Source: an optimization exercise on an open RTL-to-GDS flow (aim: a short achievable clock period and few clock cycles). Production flows keep margins and buffers that such runs may drop. Only simulation tests tie the RTL to the original design; equivalence was not proved. No activity file was given, so power comes from the tool's default toggle rates.

<file path="flow/run.sh">
#!/bin/bash
# synth_recipe.tcl (not shown) runs the flow's synth.tcl, then flattens the netlist and writes it again
# the make line also repeats each setting of config.mk as NAME=value (left out here)
make -C /OpenROAD-flow-scripts/flow DESIGN_CONFIG=/design/flow/config.mk WORK_HOME=/design/flow/orfs CLKGATE_MAP_FILE= SYNTH_SCRIPT=/design/flow/synth_recipe.tcl finish
</file>
<file path="flow/config.mk">
export PLATFORM = sky130hd
export DESIGN_NAME = riscvTop
export DESIGN_NICKNAME = riscvTop
export VERILOG_FILES = /design/flow/design.v
export SDC_FILE = /design/flow/constraint.sdc
export NUM_CORES = 4
export LEC_CHECK = 0
export CAP_MARGIN = 20
export CORE_MARGIN = 2
export CORE_UTILIZATION = 40
export SLEW_MARGIN = 20
</file>
<file path="flow/constraint.sdc">
create_clock -name core_clock -period 6.0 [get_ports {clk}]
set_input_delay 1.2000 -clock core_clock [delete_from_list [all_inputs] [get_ports {clk}]]
set_output_delay 1.2000 -clock core_clock [all_outputs]
set_load 0.01 [all_outputs]
</file>
<file path="flow/design.v">
`timescale 1ns/100ps
`default_nettype none
package riscvPkg;
    localparam logic [1:0] kRegLoad = 2'd0;   
    localparam logic [1:0] kFetch   = 2'd1;   
    localparam logic [1:0] kData    = 2'd2;   
    localparam logic [1:0] kWrite   = 2'd3;   
    localparam logic [2:0] phInit  = 3'd0;
    localparam logic [2:0] phStart = 3'd1;
    localparam logic [2:0] phAfterD = 3'd2;
    localparam logic [2:0] phAfterF = 3'd3;
    localparam logic [2:0] phDone  = 3'd4;
endpackage
`default_nettype wire
`timescale 1ns/100ps
`default_nettype none
module insnDecoder (
    input  logic [31:0] insn,
    output logic        isLoad,
    output logic        isStore,
    output logic        isLui,
    output logic        isOpImm,
    output logic        writes,
    output logic [31:0] immI,
    output logic [31:0] immS
);
    logic is32;
    assign is32 = insn[1:0] == 2'b11;
    assign isLoad = is32 && insn[6:2] == 5'b00000;
    assign isOpImm = is32 && insn[6:2] == 5'b00100;
    assign isStore = is32 && insn[6:2] == 5'b01000;
    assign isLui = is32 && insn[6:2] == 5'b01101;
    assign writes = isLoad | isStore | isLui | isOpImm;
    assign immI = {{20{insn[31]}}, insn[31:20]};
    assign immS = {{20{insn[31]}}, insn[31:25], insn[11:7]};
endmodule
`default_nettype wire
`timescale 1ns/100ps
`default_nettype none
module alu (
    input  logic [2:0]  funct3,
    input  logic        arith,
    input  logic [31:0] x,
    input  logic [31:0] y,
    output logic [31:0] result
);
    logic [4:0] shamt;
    assign shamt = y[4:0];
    always_comb begin
        case (funct3)
            3'd0: result = x + y;
            3'd1: result = x << shamt;
            3'd2: result = {31'd0, $signed(x) < $signed(y)};
            3'd3: result = {31'd0, x < y};
            3'd4: result = x ^ y;
            3'd5: result = arith ? $unsigned($signed(x) >>> shamt) : x >> shamt;
            3'd6: result = x | y;
            default: result = x & y;
        endcase
    end
endmodule
`default_nettype wire
`timescale 1ns/100ps
`default_nettype none
module byteLanes (
    input  logic [2:0]  funct3,
    input  logic [1:0]  addrLow,
    input  logic [31:0] word,
    input  logic [31:0] rs2,
    output logic [31:0] loadValue,
    output logic [31:0] storeWord
);
    logic [7:0] laneByte;
    logic [15:0] laneHalf;
    assign laneByte = word[{addrLow, 3'b000} +: 8];
    assign laneHalf = addrLow[1] ? word[31:16] : word[15:0];
    always_comb begin
        case (funct3[1:0])
            2'b00: loadValue = {{24{~funct3[2] & laneByte[7]}}, laneByte};
            2'b01: loadValue = {{16{~funct3[2] & laneHalf[15]}}, laneHalf};
            default: loadValue = word;
        endcase
    end
    always_comb begin
        storeWord = word;
        case (funct3[1:0])
            2'b00: storeWord[{addrLow, 3'b000} +: 8] = rs2[7:0];
            2'b01: storeWord[{addrLow[1], 4'b0000} +: 16] = rs2[15:0];
            default: storeWord = rs2;
        endcase
    end
endmodule
`default_nettype wire
`timescale 1ns/100ps
`default_nettype none
import riscvPkg::*;
module coreSequencer (
    input  logic        clk,
    input  logic        rst,
    input  logic [31:0] memRdata,
    input  logic        memReady,
    output logic [14:0] memAddr,
    output logic [31:0] memWdata,
    output logic        memWe,
    output logic        memStrobe
);
    logic [1:0]  oKind;      
    logic        issQ;       
    logic [31:0] rdQ;        
    logic        rdvQ;       
    logic [1:0]  rdkQ;       
    logic [2:0]  ph;
    logic [4:0]  rCnt;       
    logic [3:0]  rDone;      
    logic [14:0] pcF;        
    logic [14:0] pcA;        
    logic [31:0] rf [0:15];
    logic        q1v, q2v;
    logic [31:0] q0i, q1i, q2i;
    logic [14:0] q1pc, q2pc;
    logic [1:0]  c1;         
    logic [31:0] opA1, opB1;
    logic [16:0] dS1;        
    logic [31:0] opA0, opB0;
    logic [16:0] dS0;
    logic        hasD0;
    logic        c0;         
    logic [31:0] aluR;
    logic [31:0] old0;
    logic [31:0] res0;
    logic        rv0;        
    logic        cm0;        
    logic ld0, st0, lui0, opi0, wr0;
    logic [31:0] immI0, immS0;
    insnDecoder dec0 (.insn(q0i), .isLoad(ld0), .isStore(st0), .isLui(lui0), .isOpImm(opi0),
                      .writes(wr0), .immI(immI0), .immS(immS0));
    logic ld1, st1, lui1, opi1, wr1;
    logic [31:0] immI1, immS1;
    insnDecoder dec1 (.insn(q1i), .isLoad(ld1), .isStore(st1), .isLui(lui1), .isOpImm(opi1),
                      .writes(wr1), .immI(immI1), .immS(immS1));
    logic [14:0] wA0;
    logic        wReg0;
    assign wA0 = st0 ? dS0[16:2] : {11'd0, q0i[10:7]};
    assign wReg0 = wr0 && wA0[14:4] == 11'd0;
    logic        nV;
    logic [1:0]  nK;
    logic [14:0] nA;
    always_comb begin
        nV = 1'b0;
        nK = kFetch;
        nA = pcF;
        case (ph)
            phInit: begin
                nV = 1'b1;
                nK = kRegLoad;
                nA = {11'd0, rCnt[3:0]};
            end
            phStart: begin
                nV = 1'b1;
                if (hasD0) begin
                    nK = kData;
                    nA = dS0[16:2];
                end
            end
            phAfterD: nV = 1'b1;
            phAfterF: begin
                nV = rv0;
                nK = kWrite;
                nA = wA0;
            end
            default: ;
        endcase
    end
    logic load;
    assign load = memReady | ~memStrobe;
    always_ff @(posedge clk) begin
        rdQ <= memRdata;
        if (rst) begin
            memStrobe <= 1'b0;
            memWe <= 1'b0;
            issQ <= 1'b0;
            rdvQ <= 1'b0;
        end else begin
            rdvQ <= memReady & memStrobe;
            rdkQ <= oKind;
            issQ <= load & nV;
            if (load) begin
                memStrobe <= nV;
                memAddr <= nA;
                memWe <= nK == kWrite;
                memWdata <= res0;
                oKind <= nK;
            end
        end
    end
    logic inV;
    logic wChk;
    logic patch1, patch2, patchIn;
    logic [31:0] q2iP, inP;
    logic shiftOk, lastIss, shift;
    assign inV = rdvQ && rdkQ == kFetch;
    assign wChk = issQ && oKind == kWrite;
    assign patch1 = wChk && q1v && q1pc == memAddr;
    assign patch2 = wChk && q2v && q2pc == memAddr;
    assign patchIn = wChk && inV && pcA == memAddr;
    assign q2iP = patch2 ? memWdata : q2i;
    assign inP = patchIn ? memWdata : rdQ;
    assign shiftOk = q1v && c1 == 2'd2 && !patch1 && (cm0 || !wr0);
    assign lastIss = issQ && (oKind == kWrite || (oKind == kFetch && !wr0));
    assign shift = (lastIss || ph == phDone) && shiftOk;
    logic final0;
    assign final0 = !wr0 || rv0;
    always_ff @(posedge clk) begin
        if (rst) begin
            ph <= phInit;
            rCnt <= 5'd0;
            rDone <= 4'd0;
            pcF <= 15'h400;
            pcA <= 15'h400;
            q0i <= 32'd0;
            q1i <= 32'd0;
            q1v <= 1'b1;
            q2v <= 1'b0;
            c1 <= 2'd2;
            hasD0 <= 1'b0;
            rv0 <= 1'b0;
            cm0 <= 1'b0;
            c0 <= 1'b0;
        end else begin
            if (issQ) begin
                case (oKind)
                    kRegLoad: begin
                        rCnt <= rCnt + 5'd1;
                        if (rCnt[3:0] == 4'd15) ph <= phStart;
                    end
                    kData: ph <= phAfterD;
                    kFetch: begin
                        pcF <= pcF + 15'd1;
                        if (wr0) ph <= phAfterF;
                        else ph <= shiftOk ? phStart : phDone;
                    end
                    default: ph <= shiftOk ? phStart : phDone;
                endcase
            end else if (ph == phDone && shiftOk) begin
                ph <= phStart;
            end
            if (inV) pcA <= pcA + 15'd1;
            if (rdvQ && rdkQ == kRegLoad) begin
                rf[rDone] <= rdQ;
                rDone <= rDone + 4'd1;
            end
            if (shift) begin
                q0i <= q1i;
                opA0 <= opA1;
                opB0 <= opB1;
                dS0 <= dS1;
                hasD0 <= dS1[16:6] != 11'd0 && (ld1 || (st1 && !q1i[13]));
                rv0 <= 1'b0;
                cm0 <= 1'b0;
                c0 <= 1'b0;
                if (q2v) begin
                    q1i <= q2iP;
                    q1pc <= q2pc;
                    q1v <= 1'b1;
                    q2i <= inP;
                    q2pc <= pcA;
                    q2v <= inV;
                end else begin
                    q1i <= inP;
                    q1pc <= pcA;
                    q1v <= inV;
                    q2v <= 1'b0;
                end
                c1 <= 2'd0;
            end else begin
                c0 <= 1'b1;
                if (patch1) q1i <= memWdata;
                if (patch2) q2i <= memWdata;
                if (inV) begin
                    if (!q1v) begin
                        q1i <= inP;
                        q1pc <= pcA;
                        q1v <= 1'b1;
                    end else begin
                        q2i <= inP;
                        q2pc <= pcA;
                        q2v <= 1'b1;
                    end
                end
                if (patch1 || (inV && !q1v) || !final0) c1 <= 2'd0;
                else if (c1 != 2'd2) c1 <= c1 + 2'd1;
                if (!rv0) begin
                    if (hasD0) begin
                        if (rdvQ && rdkQ == kData) begin
                            res0 <= ld0 ? ldRd : stRd;
                            rv0 <= 1'b1;
                        end
                    end else if (c0) begin
                        res0 <= lui0 ? {q0i[31:12], 12'd0} : opi0 ? aluR : ld0 ? ldOld : stOld;
                        rv0 <= wr0;
                    end
                end else if (!cm0) begin
                    cm0 <= 1'b1;
                    if (wReg0) rf[wA0[3:0]] <= res0;
                end
            end
        end
    end
    logic [31:0] aluOut;
    alu alu0 (.funct3(q0i[14:12]), .arith(q0i[30]), .x(opA0), .y(immI0), .result(aluOut));
    logic [31:0] ldRd, stRd, ldOld, stOld;
    byteLanes lanesD (.funct3(q0i[14:12]), .addrLow(dS0[1:0]), .word(rdQ), .rs2(opB0),
                      .loadValue(ldRd), .storeWord(stRd));
    byteLanes lanesR (.funct3(q0i[14:12]), .addrLow(dS0[1:0]), .word(old0), .rs2(opB0),
                      .loadValue(ldOld), .storeWord(stOld));
    logic fwdA, fwdB;
    assign fwdA = rv0 && wReg0 && wA0[3:0] == q1i[18:15];
    assign fwdB = rv0 && wReg0 && wA0[3:0] == q1i[23:20];
    always_ff @(posedge clk) begin
        aluR <= aluOut;
        old0 <= rf[dS0[5:2]];
        opA1 <= fwdA ? res0 : rf[q1i[18:15]];
        opB1 <= fwdB ? res0 : rf[q1i[23:20]];
        dS1 <= opA1[16:0] + (st1 ? immS1[16:0] : immI1[16:0]);
    end
endmodule
`default_nettype wire
`timescale 1ns/100ps
`default_nettype none
module riscvCore (
    input  logic        clk,
    input  logic        rst,
    input  logic [31:0] memRdata,
    input  logic        memReady,
    output logic [14:0] memAddr,
    output logic [31:0] memWdata,
    output logic        memWe,
    output logic        memStrobe
);
    coreSequencer seq0 (
        .clk(clk), .rst(rst), .memRdata(memRdata), .memReady(memReady),
        .memAddr(memAddr), .memWdata(memWdata), .memWe(memWe), .memStrobe(memStrobe)
    );
endmodule
`default_nettype wire
`timescale 1ns/100ps
`default_nettype none
module riscvTop (
    input  logic        clk,
    input  logic        rst,
    input  logic [31:0] mem_rdata,
    input  logic        mem_ready,
    output logic [14:0] mem_addr,
    output logic [31:0] mem_wdata,
    output logic        mem_we,
    output logic        mem_strobe
);
    riscvCore core0 (
        .clk(clk), .rst(rst), .memRdata(mem_rdata), .memReady(mem_ready),
        .memAddr(mem_addr), .memWdata(mem_wdata), .memWe(mem_we), .memStrobe(mem_strobe)
    );
endmodule
`default_nettype wire
</file>
==> results.txt <==
Synth Flop Type edfxtp_1; Slowest Stage Delay on Critical Path 0.88 ns; Avg Vias per Cell 6.665; largest net degree at the start of global routing 114; Logic pwr share 11.5%; Starting Density 40.33%; Final Skew 0.05726 ns; DIE HEIGHT 403.9 um; Synth Area per Inst 12.82 um^2; Root Buffer clkbuf_16; grt met3 use 5.975%; Yosys cell types 86; pwr dens 256.0 nW/um^2; Internal 13.40 mW; final period utilization 69.45%; share of layout cells above drive strength 1 31.29%; hold path cells 0; met2 usage 43.93%; hold_sp core0.seq0.dS1[3]$_DFF_P_; WL final 234.8 mm; largest cells by area after synthesis edfxtp_1 (35%), mux4_2 (19%), mux2_2 (10%); initial antenna violation count 12; DRC Markers 0; met1 usage 38.70%; synthesized instance count 4989; CP Max Fanout 44; row count 146; vias in the first global route 44928; gr usage total 28.36%; clk sinks 1031; yosys warns 3; Final Instance Area 70790 um^2; cts hold-fix bufs 0; f_max 240.0 MHz; post-synthesis sequential area ratio 43.82%; Flop pwr share 46.5%; terminus of the critical flop-to-flop path core0.seq0.aluR[30]$_DFF_P_; total grt overflow 0; Fillers 14252; net switching power 4.724 mW; Slowest cell on crit path dfxtp_4; placed cell areas 66650 um^2; post-route ant nets 0; CP endpoint kind flip-flop; Tot Pwr 18.12 mW; r2r startpoint core0.seq0.q0i[20]$_SDFFE_PP0P_; WS Path Type reg -> reg; first-pass GRT wire length 335.2 mm; I/O Buffers 83; vias 46702; DRT Pass-1 Iters 9; CORE AREA 158600 um^2; Worst Tran Pin Value 1.211 ns; Critical Path Start core0.seq0.q0i[20]$_SDFFE_PP0P_; nature of the critical path startpoint flip-flop; clock tree buffer depth 3; Crit path required time 6.66 ns; routed len/inst 33.50 um; area leader, netlist edfxtp_1; synthesis-stage register bit count 1031; post-CTS setup buffer count 0; io pins 84; MaxCap Viol Count 0; Die Area 163100 um^2; Worst R2R Setup Slack 1.83 ns; maximum vdd drop 0.2412 mV; die span in x 403.9 um; fin nets 4990; Leak 23.77 nW; Worst Hold Class reg -> reg; final-report setup violation count 0; Worst-Skew Late Latency 0.77 ns; area of the mapped netlist 63950 um^2; worst path cell trace ha_1 -> inv_1 -> fa_1 -> nor2b_1 -> o31ai_1 -> a21oi_1 -> o2111ai_1 -> a211oi_1 -> o21ai_0 -> o211a_1 -> o22ai_1; slew margin rel. 19.18%; Synth Net Count 5150; RSZ-0062 raised after global routing false; fin cells 7007; Final HPWL DP 151.9 mm; Final Hold Fails 0; CTS tree built; post-cts resize count 0; H-tree level count 3; gr busiest metal met2; delay-heaviest family, CP compound AO/OA/AOI/OAI gates; Hold Path Sink core0.seq0.dS0[3]$_DFFE_PP_; Placed Cells incl. Taps 6781; Post-synth EDFFs 738; top cell type's share of synthesized area 34.65%; setup_tns 0 ns; status finished clean; total CTS buffers 115; R2R cell count 11; clock power share 42.0%; DR iter-0 viols 6381; worst endpoint data arrival time 4.83 ns; Slew Viols, Final 0; async set-or-reset flop fraction in the synthesized netlist 0%; sw frac 26.07%; fin crit period 4.167 ns; clock slew at reported path FFs 0.06 ns; Worst Path Buf+Inv 1; Area Overhead vs Synth 10.69%; gpl congestion 0.9627
## registers in the layout, indices dropped and copies added, names as in the netlist, 17 cells and up
register,count
core0.seq0.opB0,32
core0.seq0.dS0,17
core0.seq0.rf,512
core0.seq0.rdQ,32
core0.seq0.q0i,31
core0.seq0.old0,32
core0.seq0.aluR,32
core0.seq0.q1i,32
core0.seq0.opA0,32
core0.seq0.opB1,32
core0.seq0.res0,32
core0.seq0.dS1,17
core0.seq0.opA1,32
core0.seq0.memWdata,32
core0.seq0.q2i,32
## cell usage after synthesis, types with 18 or more instances
master	n
nand4_1	18
nand3_1	60
buf_1	83
a22o_1	35
nor2_1	308
nor4_1	26
o211ai_1	20
nor3_1	57
nor2b_1	36
a211oi_1	39
clkbuf_1	331
mux2i_1	146
o21ai_0	195
xor2_1	46
inv_1	105
nand2_1	299
a221oi_1	35
buf_4	18
or3_1	21
buf_2	52
edfxtp_1	738
a31oi_1	30
xnor2_1	64
mux4_2	551
a21oi_1	209
ha_1	124
dfxtp_1	293
mux2_2	582
o2111ai_1	37
o22ai_1	61
o21a_1	42
a21o_1	32
## layer usage
metal	wire, um	vias up
li1	-	19347
met1	92660	23896
met2	106500	2859
met3	23980	592
met4	11530	8
met5	54	-
## cells in the final DEF (no fill, tap or decap), types with 39 or more instances in the layout
master	count
a211oi_1	39
nor2_1	301
o21a_1	42
mux4_2	551
dfxtp_1	275
o22ai_1	61
a21oi_1	209
nand2_1	295
clkdlybuf4s50_1	82
nor3_1	52
ha_1	124
o21ai_0	191
xnor2_1	64
inv_1	105
buf_4	123
clkbuf_16	118
mux2_2	582
mux2i_1	146
edfxtp_1	738
xor2_1	46
nand3_1	59
## worst register-to-register path: stages, from the launching register on
cell and delay [ns]:
dfxtp_4 0.88, ha_1 0.34, inv_1 0.08, fa_1 0.41, nor2b_1 0.18, o31ai_1 0.14
a21oi_1 0.34, o2111ai_1 0.30, a211oi_1 0.74, o21ai_0 0.29, o211a_1 0.28, o22ai_1 0.14
## through the flow
step / hold slack (ns) / setup slack (ns) / util, %
floorplan: 0.3855 / 0.3053 / -
finish: 0.4029 / 1.833 / 44.64
global placement: 0.3888 / 2.073 / 42.02
CTS: 0.4029 / 1.966 / 44.59
detailed placement: 0.3887 / 1.994 / 42.04
global route: 0.4064 / 1.641 / 44.64
## power groups by stage
stage               registers [mW]  clock network, mW  logic (mW)
global route                  8.44               7.95        2.21
detailed placement            8.56                  0        2.04
CTS                           8.41               7.68        2.05
finish                        8.43               7.61        2.09
floorplan                     8.24                  0        1.50
global placement              8.56                  0        2.02
## layout make-up
type | count | area, um^2 | area share, %
clock buffer | 162 | 3248 | 4.589
inverter | 113 | 424.2 | 0.5992
multi-input combinational | 3350 | 33630 | 47.51
sequential | 1031 | 28070 | 39.66
antenna | 4 | 10.01 | 0.01414
tap | 2072 | 2592 | 3.662
clock inverter | 57 | 803.3 | 1.135
timing repair buffer | 218 | 2003 | 2.830
## cells by family after synthesis
family / count (synthesis) / share of synthesized area (%)
xor+xnor: 110 / 1.506
buf+inv: 608 / 3.895
compound gates: 908 / 9.467
flops: 1031 / 43.82
simple gates: 907 / 6.503
fa+ha+maj: 126 / 2.489
mux: 1299 / 32.31
## worst max path at each step
stage                                           to  slack [ns]  cells past startpoint
finish                 core0.seq0.aluR[30]$_DFF_P_        1.83                     11
global route           core0.seq0.aluR[30]$_DFF_P_        1.64                     11
CTS                 core0.seq0.rf[0][11]$_DFFE_PP_        1.97                      9
detailed placement     core0.seq0.aluR[30]$_DFF_P_        1.99                     11
global placement       core0.seq0.aluR[30]$_DFF_P_        2.07                     11
floorplan              core0.seq0.dS0[0]$_DFFE_PP_        0.31                      4
Testbench counts, summed over its fixed seeds: cycles 58,452.

## re-timing with driven ports
No port has a modelled driver above. Below, the same layout with a new extraction and two added sets of constraints. Step 1 (the two cells are an assumption about what drives the block):
set clk [get_ports {clk}]
set_driving_cell -lib_cell sky130_fd_sc_hd__clkbuf_16 $clk
set_driving_cell -lib_cell sky130_fd_sc_hd__buf_2 [delete_from_list [all_inputs] $clk]
Step 2 moves the port delays by t, midway between the first and last clock arrival at a register: inputs arrive t later, outputs are due t later. That takes back most of the time a late clock gives input paths. Slacks: no drivers / after step 1 / after step 2; pairs: no drivers / after step 1.
t, ns: 0.818
setup slack, ns: 1.833 / 1.833 / 1.833
clock arrival spread, ns: 0.060 / 0.060
worst register clock-pin slew, ns: 0.09 / 0.09
After both steps setup and hold are still met in this run. For this run, drivers alone change the setup slack by 0.000 ns; drivers and shift together by 0.000 ns.
